Source: an optimization exercise on an open RTL-to-GDS flow (aim: small area, a short achievable clock period and few clock cycles per item). Production flows keep margins and buffers that such runs may drop.
Function was checked by simulation only, so behaviour that the tests miss may differ from the original.

$ cat flow/design.v
package log2_pkg;
  typedef logic [31:0]        float_t;
  typedef logic signed [9:0]  exp_t;     
  typedef logic [23:0]        sig_t;     
  typedef logic [22:0]        frac_t;
  typedef logic [3:0]         tab_idx_t;
  localparam int exp_bias = 127;
  localparam float_t fp_one       = 32'h3f80_0000;
  localparam float_t fp_minus_one = 32'hbf80_0000;
  localparam float_t fp_inv_ln2   = 32'h3fb8_aa3b;   
  localparam float_t fp_pos_inf   = 32'h7f80_0000;
  localparam float_t fp_neg_inf   = 32'hff80_0000;
  localparam float_t fp_qnan      = 32'h7fc0_0000;
  localparam int max_terms = 10;
  localparam logic [32*max_terms-1:0] taylor_coef = {
    32'hbdcc_cccd,   
    32'h3de3_8e39,   
    32'hbe00_0000,   
    32'h3e12_4925,   
    32'hbe2a_aaab,   
    32'h3e4c_cccd,   
    32'hbe80_0000,   
    32'h3eaa_aaab,   
    32'hbf00_0000,   
    32'h3f80_0000    
  };
  typedef enum logic [2:0] {
    cls_pos, cls_zero, cls_neg, cls_inf, cls_nan
  } in_class_t;
  typedef enum logic [3:0] {
    idle, reduce, sub_one, horner_mul, horner_add,
    mul_t, add_ln, mul_scale, add_exp, finish
  } seq_state_t;
endpackage
`timescale 1ns/1ps
module fp_unpack (
  input  log2_pkg::float_t    operand,
  output log2_pkg::in_class_t cls,
  output log2_pkg::exp_t      unb_exp,
  output log2_pkg::sig_t      norm_sig
);
  logic [7:0] bexp;
  log2_pkg::frac_t      frac;
  logic [4:0] lz;
  always_comb begin
    bexp = operand[30:23];
    frac = operand[22:0];
    lz   = 5'd0;
    for (int i = 0; i < 23; i++) begin
      if (frac[i]) lz = 5'(23 - i);   
    end
    if (bexp == 8'd0) begin
      norm_sig = log2_pkg::sig_t'({1'b0, frac} << lz);
      unb_exp  = -10'sd126 - log2_pkg::exp_t'({5'b0, lz});
    end else begin
      norm_sig = {1'b1, frac};
      unb_exp  = log2_pkg::exp_t'({2'b00, bexp}) - log2_pkg::exp_t'(log2_pkg::exp_bias);
    end
    if (bexp == 8'hff && frac != '0)          cls = log2_pkg::cls_nan;
    else if (bexp == 8'd0 && frac == '0)      cls = log2_pkg::cls_zero;
    else if (operand[31])                     cls = log2_pkg::cls_neg;    
    else if (bexp == 8'hff)                   cls = log2_pkg::cls_inf;
    else                                      cls = log2_pkg::cls_pos;
  end
endmodule
`timescale 1ns/1ps
module fp_mul (
  input  log2_pkg::float_t a,
  input  log2_pkg::float_t b,
  output log2_pkg::float_t y
);
  logic        sgn, zero_in, rnd, stk;
  logic [47:0] prod;
  log2_pkg::sig_t        mant;
  logic [24:0] mr;
  log2_pkg::exp_t        ez;
  always_comb begin
    sgn     = a[31] ^ b[31];
    zero_in = (a[30:23] == 8'd0) || (b[30:23] == 8'd0);
    prod    = {1'b1, a[22:0]} * {1'b1, b[22:0]};
    ez      = log2_pkg::exp_t'({2'b00, a[30:23]}) + log2_pkg::exp_t'({2'b00, b[30:23]}) - log2_pkg::exp_t'(log2_pkg::exp_bias);
    if (prod[47]) begin
      mant = prod[47:24];
      rnd  = prod[23];
      stk  = |prod[22:0];
      ez   = ez + 10'sd1;
    end else begin
      mant = prod[46:23];
      rnd  = prod[22];
      stk  = |prod[21:0];
    end
    mr = {1'b0, mant} + {24'b0, rnd & (stk | mant[0])};
    if (mr[24]) begin   
      mr = mr >> 1;
      ez = ez + 10'sd1;
    end
    if (zero_in || ez < 10'sd1)
      y = {sgn, 31'b0};
    else if (ez > 10'sd254)
      y = {sgn, 8'hff, 23'b0};
    else
      y = {sgn, ez[7:0], mr[22:0]};
  end
endmodule
`timescale 1ns/1ps
module fp_add (
  input  log2_pkg::float_t a,
  input  log2_pkg::float_t b,
  input  logic             sub,
  output log2_pkg::float_t y
);
  logic        sgn_b, swap, sgn_l, sgn_s, rnd;
  logic [7:0]  exp_l, exp_s, diff;
  log2_pkg::sig_t        sig_l, sig_s, mant;
  logic [4:0]  sh, lead, lsh;
  logic [49:0] wide;
  logic [26:0] small_al;
  logic [27:0] sum;
  logic [24:0] mr;
  log2_pkg::exp_t        ez;
  always_comb begin
    sgn_b = b[31] ^ sub;
    swap  = b[30:0] > a[30:0];   
    if (swap) begin
      sgn_l = sgn_b;
      exp_l = b[30:23];
      sig_l = {|b[30:23], b[22:0]};
      sgn_s = a[31];
      exp_s = a[30:23];
      sig_s = {|a[30:23], a[22:0]};
    end else begin
      sgn_l = a[31];
      exp_l = a[30:23];
      sig_l = {|a[30:23], a[22:0]};
      sgn_s = sgn_b;
      exp_s = b[30:23];
      sig_s = {|b[30:23], b[22:0]};
    end
    diff     = exp_l - exp_s;
    sh       = (diff > 8'd27) ? 5'd27 : diff[4:0];
    wide     = {sig_s, 26'b0} >> sh;
    small_al = {wide[49:24], |wide[23:0]};   
    if (sgn_l != sgn_s)
      sum = {1'b0, sig_l, 3'b000} - {1'b0, small_al};
    else
      sum = {1'b0, sig_l, 3'b000} + {1'b0, small_al};
    ez   = log2_pkg::exp_t'({2'b00, exp_l});
    lead = 5'd0;
    for (int i = 0; i < 27; i++) begin
      if (sum[i]) lead = 5'(i);
    end
    lsh = 5'd26 - lead;
    if (sum[27]) begin   
      sum = {1'b0, sum[27:2], sum[1] | sum[0]};
      ez  = ez + 10'sd1;
    end else begin
      sum = sum << lsh;
      ez  = ez - log2_pkg::exp_t'({5'b0, lsh});
    end
    mant = sum[26:3];
    rnd  = sum[2] & ((|sum[1:0]) | mant[0]);
    mr   = {1'b0, mant} + {24'b0, rnd};
    if (mr[24]) begin
      mr = mr >> 1;
      ez = ez + 10'sd1;
    end
    if (sum == 28'b0)
      y = 32'h0;   
    else if (ez < 10'sd1)
      y = {sgn_l, 31'b0};
    else if (ez > 10'sd254)
      y = {sgn_l, 8'hff, 23'b0};
    else
      y = {sgn_l, ez[7:0], mr[22:0]};
  end
endmodule
`timescale 1ns/1ps
module int_to_float (
  input  log2_pkg::exp_t   e,
  output log2_pkg::float_t f
);
  logic        neg;
  logic [8:0]  mag;
  logic [3:0]  lead;
  logic [31:0] wide;
  logic [7:0]  bexp;
  always_comb begin
    neg  = e[9];
    mag  = neg ? 9'(-e) : 9'(e);   
    lead = 4'd0;
    for (int i = 0; i < 9; i++) begin
      if (mag[i]) lead = 4'(i);
    end
    wide = {23'b0, mag} << (5'd23 - {1'b0, lead});   
    bexp = 8'(log2_pkg::exp_bias) + {4'b0, lead};
    if (mag == 9'd0)
      f = 32'h0;
    else
      f = {neg, bexp, wide[22:0]};
  end
endmodule
`timescale 1ns/1ps
module log2_tables (
  input  log2_pkg::tab_idx_t idx,
  output log2_pkg::float_t   recip,
  output log2_pkg::float_t   ln_val
);
  always_comb begin
    case (idx)
      4'd0:  begin recip = 32'h3f80_0000; ln_val = 32'h0000_0000; end   
      4'd1:  begin recip = 32'h3f70_f0f1; ln_val = 32'h3d78_5186; end
      4'd2:  begin recip = 32'h3f63_8e39; ln_val = 32'h3df1_383b; end
      4'd3:  begin recip = 32'h3f57_9436; ln_val = 32'h3e2f_f984; end
      4'd4:  begin recip = 32'h3f4c_cccd; ln_val = 32'h3e64_7fbe; end
      4'd5:  begin recip = 32'h3f43_0c31; ln_val = 32'h3e8b_3ae5; end
      4'd6:  begin recip = 32'h3f3a_2e8c; ln_val = 32'h3ea3_0c5e; end
      4'd7:  begin recip = 32'h3f32_1643; ln_val = 32'h3eb9_cec0; end
      4'd8:  begin recip = 32'h3f2a_aaab; ln_val = 32'h3ecf_991f; end
      4'd9:  begin recip = 32'h3f23_d70a; ln_val = 32'h3ee4_7fbe; end
      4'd10: begin recip = 32'h3f1d_89d9; ln_val = 32'h3ef8_947b; end
      4'd11: begin recip = 32'h3f17_b426; ln_val = 32'h3f05_f397; end
      4'd12: begin recip = 32'h3f12_4925; ln_val = 32'h3f0f_42fb; end
      4'd13: begin recip = 32'h3f0d_3dcb; ln_val = 32'h3f18_3eba; end
      4'd14: begin recip = 32'h3f08_8889; ln_val = 32'h3f20_ec7f; end
      default: begin recip = 32'h3f04_2108; ln_val = 32'h3f29_5169; end
    endcase
  end
endmodule
`timescale 1ns/1ps
module log2_seq #(
  parameter int taylor_terms = 9
) (
  input  logic                clk,
  input  logic                arst_n,
  input  log2_pkg::float_t    x,
  input  logic                start,
  output log2_pkg::float_t    operand,
  input  log2_pkg::in_class_t cls,
  input  log2_pkg::exp_t      unb_exp,
  input  log2_pkg::sig_t      norm_sig,
  output log2_pkg::tab_idx_t  tab_idx,
  input  log2_pkg::float_t    recip,
  input  log2_pkg::float_t    ln_val,
  output log2_pkg::float_t    mul_a,
  output log2_pkg::float_t    mul_b,
  input  log2_pkg::float_t    mul_y,
  output log2_pkg::float_t    add_a,
  output log2_pkg::float_t    add_b,
  output logic                add_sub,
  input  log2_pkg::float_t    add_y,
  input  log2_pkg::float_t    exp_f,
  output log2_pkg::exp_t      exp_out,
  output log2_pkg::float_t    result,
  output logic                busy,
  output logic                done
);
  log2_pkg::seq_state_t state;
  logic [3:0] cnt;    
  log2_pkg::float_t     acc;
  log2_pkg::float_t     t_reg;
  log2_pkg::float_t     m_val;
  log2_pkg::exp_t       exp_reg;
  assign tab_idx = norm_sig[22:19];
  assign m_val   = {1'b0, 8'(log2_pkg::exp_bias), norm_sig[22:0]};   
  assign exp_out = exp_reg;
  always_comb begin
    mul_a   = acc;
    mul_b   = t_reg;
    add_a   = acc;
    add_b   = log2_pkg::taylor_coef[32*cnt +: 32];
    add_sub = 1'b0;
    case (state)
      log2_pkg::reduce:    begin
        mul_a = m_val;
        mul_b = recip;
      end
      log2_pkg::sub_one:   begin
        add_b   = log2_pkg::fp_one;
        add_sub = 1'b1;
      end
      log2_pkg::add_ln:    add_b = ln_val;
      log2_pkg::mul_scale: mul_b = log2_pkg::fp_inv_ln2;
      log2_pkg::add_exp:   add_b = exp_f;   
      default:   ;
    endcase
  end
  always_ff @(posedge clk or negedge arst_n) begin
    if (!arst_n) begin
      state  <= log2_pkg::idle;
      cnt    <= '0;
      busy   <= 1'b0;
      done   <= 1'b0;
      result <= '0;
    end else begin
      done <= 1'b0;
      case (state)
        log2_pkg::idle: begin
          if (start) begin
            busy  <= 1'b1;
            state <= log2_pkg::reduce;
          end
        end
        log2_pkg::reduce:     state <= (cls == log2_pkg::cls_pos) ? log2_pkg::sub_one : log2_pkg::finish;
        log2_pkg::sub_one: begin
          cnt   <= 4'(taylor_terms - 2);
          state <= log2_pkg::horner_mul;
        end
        log2_pkg::horner_mul: state <= log2_pkg::horner_add;
        log2_pkg::horner_add: begin
          if (cnt == 4'd0) begin
            state <= log2_pkg::mul_t;
          end else begin
            cnt   <= cnt - 4'd1;
            state <= log2_pkg::horner_mul;
          end
        end
        log2_pkg::mul_t:      state <= log2_pkg::add_ln;
        log2_pkg::add_ln:     state <= log2_pkg::mul_scale;
        log2_pkg::mul_scale:  state <= log2_pkg::add_exp;
        log2_pkg::add_exp:    state <= log2_pkg::finish;
        log2_pkg::finish: begin
          result <= acc;
          done   <= 1'b1;
          busy   <= 1'b0;
          state  <= log2_pkg::idle;
        end
        default:    state <= log2_pkg::idle;
      endcase
    end
  end
  always_ff @(posedge clk) begin
    case (state)
      log2_pkg::idle: begin
        if (start) operand <= x;
      end
      log2_pkg::reduce: begin
        exp_reg <= unb_exp;
        case (cls)
          log2_pkg::cls_pos:  acc <= mul_y;   
          log2_pkg::cls_zero: acc <= log2_pkg::fp_neg_inf;
          log2_pkg::cls_inf:  acc <= log2_pkg::fp_pos_inf;
          default:  acc <= log2_pkg::fp_qnan;
        endcase
      end
      log2_pkg::sub_one: begin
        t_reg <= add_y;
        acc   <= log2_pkg::taylor_coef[32*(taylor_terms-1) +: 32];
      end
      log2_pkg::horner_mul, log2_pkg::mul_t, log2_pkg::mul_scale: acc <= mul_y;
      log2_pkg::horner_add, log2_pkg::add_ln, log2_pkg::add_exp:  acc <= add_y;
      default: ;
    endcase
  end
endmodule
`timescale 1ns/1ps
module log2_top #(
  parameter int taylor_terms = 9
) (
  input  logic             clk,
  input  logic             arst_n,
  input  log2_pkg::float_t x,
  input  logic             start,
  output log2_pkg::float_t result,
  output logic             busy,
  output logic             done
);
  log2_pkg::float_t    operand, recip, ln_val, exp_f;
  log2_pkg::float_t    mul_a, mul_b, mul_y;
  log2_pkg::float_t    add_a, add_b, add_y;
  logic      add_sub;
  log2_pkg::in_class_t cls;
  log2_pkg::exp_t      unb_exp, exp_out;
  log2_pkg::sig_t      norm_sig;
  log2_pkg::tab_idx_t  tab_idx;
  log2_seq #(
    .taylor_terms (taylor_terms)
  ) u_seq (
    .clk      (clk),
    .arst_n   (arst_n),
    .x        (x),
    .start    (start),
    .operand  (operand),
    .cls      (cls),
    .unb_exp  (unb_exp),
    .norm_sig (norm_sig),
    .tab_idx  (tab_idx),
    .recip    (recip),
    .ln_val   (ln_val),
    .mul_a    (mul_a),
    .mul_b    (mul_b),
    .mul_y    (mul_y),
    .add_a    (add_a),
    .add_b    (add_b),
    .add_sub  (add_sub),
    .add_y    (add_y),
    .exp_f    (exp_f),
    .exp_out  (exp_out),
    .result   (result),
    .busy     (busy),
    .done     (done)
  );
  fp_unpack u_unpack (
    .operand  (operand),
    .cls      (cls),
    .unb_exp  (unb_exp),
    .norm_sig (norm_sig)
  );
  log2_tables u_tables (
    .idx    (tab_idx),
    .recip  (recip),
    .ln_val (ln_val)
  );
  fp_mul u_mul (
    .a (mul_a),
    .b (mul_b),
    .y (mul_y)
  );
  fp_add u_add (
    .a   (add_a),
    .b   (add_b),
    .sub (add_sub),
    .y   (add_y)
  );
  int_to_float u_i2f (
    .e (exp_out),
    .f (exp_f)
  );
endmodule
$ cat flow/run.sh
#!/bin/bash
# synth_recipe.tcl (not shown) runs the flow's synth.tcl, then flattens the netlist and writes it again
# the make line also repeats each setting of config.mk as NAME=value (left out here)
make -C /OpenROAD-flow-scripts/flow DESIGN_CONFIG=/design/flow/config.mk WORK_HOME=/design/flow/orfs CLKGATE_MAP_FILE= SYNTH_SCRIPT=/design/flow/synth_recipe.tcl finish
$ cat flow/config.mk
export PLATFORM = sky130hd
export DESIGN_NAME = log2_top
export DESIGN_NICKNAME = log2_top
export VERILOG_FILES = /design/flow/design.v
export SDC_FILE = /design/flow/constraint.sdc
export NUM_CORES = 4
export LEC_CHECK = 0
export CAP_MARGIN = 20
export CORE_MARGIN = 2
export CORE_UTILIZATION = 40
export SLEW_MARGIN = 20
$ cat flow/constraint.sdc
create_clock -name core_clock -period 18.5 [get_ports {clk}]
set_input_delay 3.7000 -clock core_clock [delete_from_list [all_inputs] [get_ports {clk}]]
set_output_delay 3.7000 -clock core_clock [all_outputs]
set_load 0.01 [all_outputs]
==> summary.md <==
| Metric | Value |
|---|---|
| CP Data Arrival Time | `18.11 ns` |
| Distinct cells, synth | `between 100 and 150` |
| Worst slew pin tran | `1.20 ns` |
| CP Class | `reg2reg` |
| Area leader, netlist | `fa_1` |
| Worst r2r src | `u_seq.operand[6]$_DFFE_PP_` |
| Placed inst area | `46,300 um2` |
| Register area share after synthesis | `0.0986` |
| Synth top area cells | `fa_1 (23%), ha_1 (8.8%), edfxtp_1 (7.4%), nand2_1 (6.9%), inv_1 (6.1%)` |
| CTS tree | `yes` |
| Synth warn | `6` |
| Drt wl/cell | `24.8 um` |
| Layout cell share with drive strength beyond 1 | `0.119` |
| Dominant synthesized flop cell | `edfxtp_1` |
| CTS Buffer Depth | `2` |
| Endpoint type of the worst setup path | `register` |
| Period minus WS final | `approximately 18 ns` |
| Status | `timing/DRC/antenna clean` |
| CP startpoint kind | `register` |
| IO Count | `a little under 70` |
| Full die area | `approximately 110,000 um2` |
| Post-synth EDFFs | `105` |
| NumNets Final | `6,420` |
| Clock Pin Slew Worst Setup and Hold Paths | `about 0.07 ns` |
| Fin cells | `7,007` |
| Congestion Overflow GR | `0` |
| Starting Density | `0.404` |
| Post-Syn Instances | `5,487` |
| Post-Syn Area per Cell | `7.77 um2` |
| Largest net degree at the start of global routing | `50` |
| DRT iter0 DRCs | `between 4,000 and 5,000` |
| CTS Hold Buffers Added | `0` |
| Gpl congestion | `1.01` |
| Vias in the first global route | `41,400` |
| # H-tree levels | `4` |
| Setup Viol. Count Final | `0` |
| DRT Wirelength | `174,000 um` |
| Hpwl dp | `between 100,000 and 150,000 um` |
| Synth top area share | `0.228` |
| Max-Cap Viols | `0` |
| Smallest hold slack | `0.505 ns` |
| DRT antenna net count | `0` |
| Hold Startpoint | `u_seq.result[3]$_DFFE_PN0P_` |
| Post-Route Skew | `between 0.02 and 0.03 ns` |
| I/O Buffers | `68` |
| DR pass1 iterations | `10` |
| Worst skew pair latency | `roughly 0.52 ns` |
| FP Rows | `119` |
| Mapped cell area | `42,700 um2` |
| Critical Path RT | `18.73 ns` |
| Clock root cell | `clkbuf_16` |
| Crit. Startpoint | `u_seq.operand[6]$_DFFE_PP_` |
| Final period utilization | `0.966` |
| Setup Total Neg Slack | `0 ns` |
| First-pass GRT wire length | `262,000 um` |
| Die width | `331 um` |
| Most frequent cell after synthesis | `nand2_1` |
| Worst hold path type | `reg2reg` |
| Util after Layout | `0.451` |
| Max incr delay on CP | `approximately 0.61 ns` |
| Buf/Inv on CP | `11` |
| Vias per inst | `6.17` |
| CP Max Fanout | `23` |
| Die height | `331 um` |
| Vias | `between 40,000 and 50,000` |
| Final instance area | `47,600 um2` |
| Area growth syn-to-layout | `11.7%` |
| Num CTS Buffers | `17` |
| CP delay by family, top | `compound AO/OA/AOI/OAI gates` |
| Post-Place Cells | `6,941` |
| Ys async rst share | `0.286` |
| Most frequent cells after synthesis | `nand2_1 (787), inv_1 (692), fa_1 (485)` |
| Final hold vios | `0` |
| Slew Viols, Final | `0` |
| CP max stage cell | `or4_1` |
| Seq cells post-synth | `147` |
| Fillcell total | `10,700` |
| Syn_nets | `6,306` |
| Core area | `106,000 um2` |
| # DRC | `0` |
| Slew headroom | `0.203` |
| Initial antenna violation count | `4` |
| FMAX | `55.9 MHz` |
| GRT Overall Usage | `0.315` |
| Sink Count | `147` |
what timing repair did:
action                     in CTS  in global routing
gates cloned                    0                  1
setup endpoints to repair      62                 64
pin swaps                       1                 21
setup buffers                   1                 30
gates resized for setup         8                100
cells in the final DEF, fill, tap and decap left out, drive strengths merged, types with 34 or more instances in the layout:
master,synthesis,routed
a211oi,66,66
a21o,66,66
a21oi,335,336
a31oi,56,56
and2,56,56
and3,55,55
buf,83,333
clkdlybuf4s50,0,67
dfrtp,42,42
edfxtp,105,105
fa,485,485
ha,299,299
inv,699,708
mux2,66,66
mux2i,68,68
nand2,791,791
nand2b,45,45
nand3,120,120
nand4,42,42
nor2,451,451
nor2b,34,34
nor3,123,123
nor4,40,40
o211ai,60,60
o21a,38,38
o21ai,263,263
o21bai,40,40
o22ai,37,37
o31ai,62,62
or2,37,37
xnor2,97,97
xor2,52,52
per-stage QoR:
stage / setup slack, ns
finish: 0.624
global route: -0.109
CTS: 0.0490
detailed placement: -0.397
global placement: -0.580
floorplan: 0.948
worst paths after layout:
path | end | cells past startpoint | slack (ns)
max in group asynchronous | u_seq.result[3]$_DFFE_PN0P_ | 2 | 14.63
hold reg to reg | u_seq.result[3]$_DFFE_PN0P_ | 1 | 0.51
hold / removal | u_seq.result[3]$_DFFE_PN0P_ | 1 | 0.51
min in group asynchronous | u_seq.cnt[1]$_DFFE_PN0P_ | 2 | 3.34
setup / recovery | u_seq.acc[4]$_DFFE_PP_ | 79 | 0.62
setup reg to reg | u_seq.acc[4]$_DFFE_PP_ | 79 | 0.62
per-layer routing:
layer  track usage  wire (um)  vias up  part of all wire
met5             0          7        -          0.000040
met4         0.126       8230        2             0.047
met3        0.0482      15800      425             0.091
met2         0.493      77100     2381              0.44
met1         0.435      72900    21200              0.42
li1              -          -    19200                 -
cell families (layout without fill, tap and decap cells):
family / after synthesis / after routing / synth area share
AOI/OAI and AO/OA: 1365 / 1366 / 0.221
xor gates and xnor gates: 149 / 149 / 0.0309
adders and majority gates: 784 / 784 / 0.315
buffers and inverters: 1011 / 1137 / 0.0926
DFF: 147 / 147 / 0.0986
muxes: 141 / 141 / 0.0375
other: 0 / 2 / 0
and+or+nand+nor: 1890 / 1890 / 0.204
layout make-up:
| class | instances | area (um2) | area share |
|---|---|---|---|
| clock inverter | 14 | 163 | 0.00341 |
| multi-input combinational | 4330 | 35200 | 0.739 |
| sequential | 147 | 4200 | 0.0882 |
| tap | 1391 | 1740 | 0.0365 |
| timing repair buffer | 400 | 3220 | 0.0677 |
| inverter | 705 | 2650 | 0.0557 |
| clock buffer | 18 | 439 | 0.00922 |
| antenna | 2 | 5.00 | 0.000105 |
Testbench counts, summed over its fixed seeds: cycles 60,411, items 2,560.

## re-timing with driven ports
No port has a modelled driver above. Below, the same layout with a new extraction and two added sets of constraints.
Step 1 assumes that a clkbuf_16 drives the clock port and a buf_2 every other input.
Step 2, shift: input delay + t, output delay - t, t = (earliest + latest rising clock arrival at the registers) / 2. This alone moves slack from input paths to output paths.
Slacks: ideal / step 1 / step 2; pairs: ideal / step 1.
shift t [ns]: 0.562
setup WS [ns]: 0.624 / 0.624 / 0.624
hold slack, ns: 0.505 / 0.505 / 0.505
slew at the worst register clock pin (ns): 0.09 / 0.09
After both steps this run still meets setup and hold. The setup slack of this run moves by 0.000 ns with the drivers and by 0.000 ns with both steps.
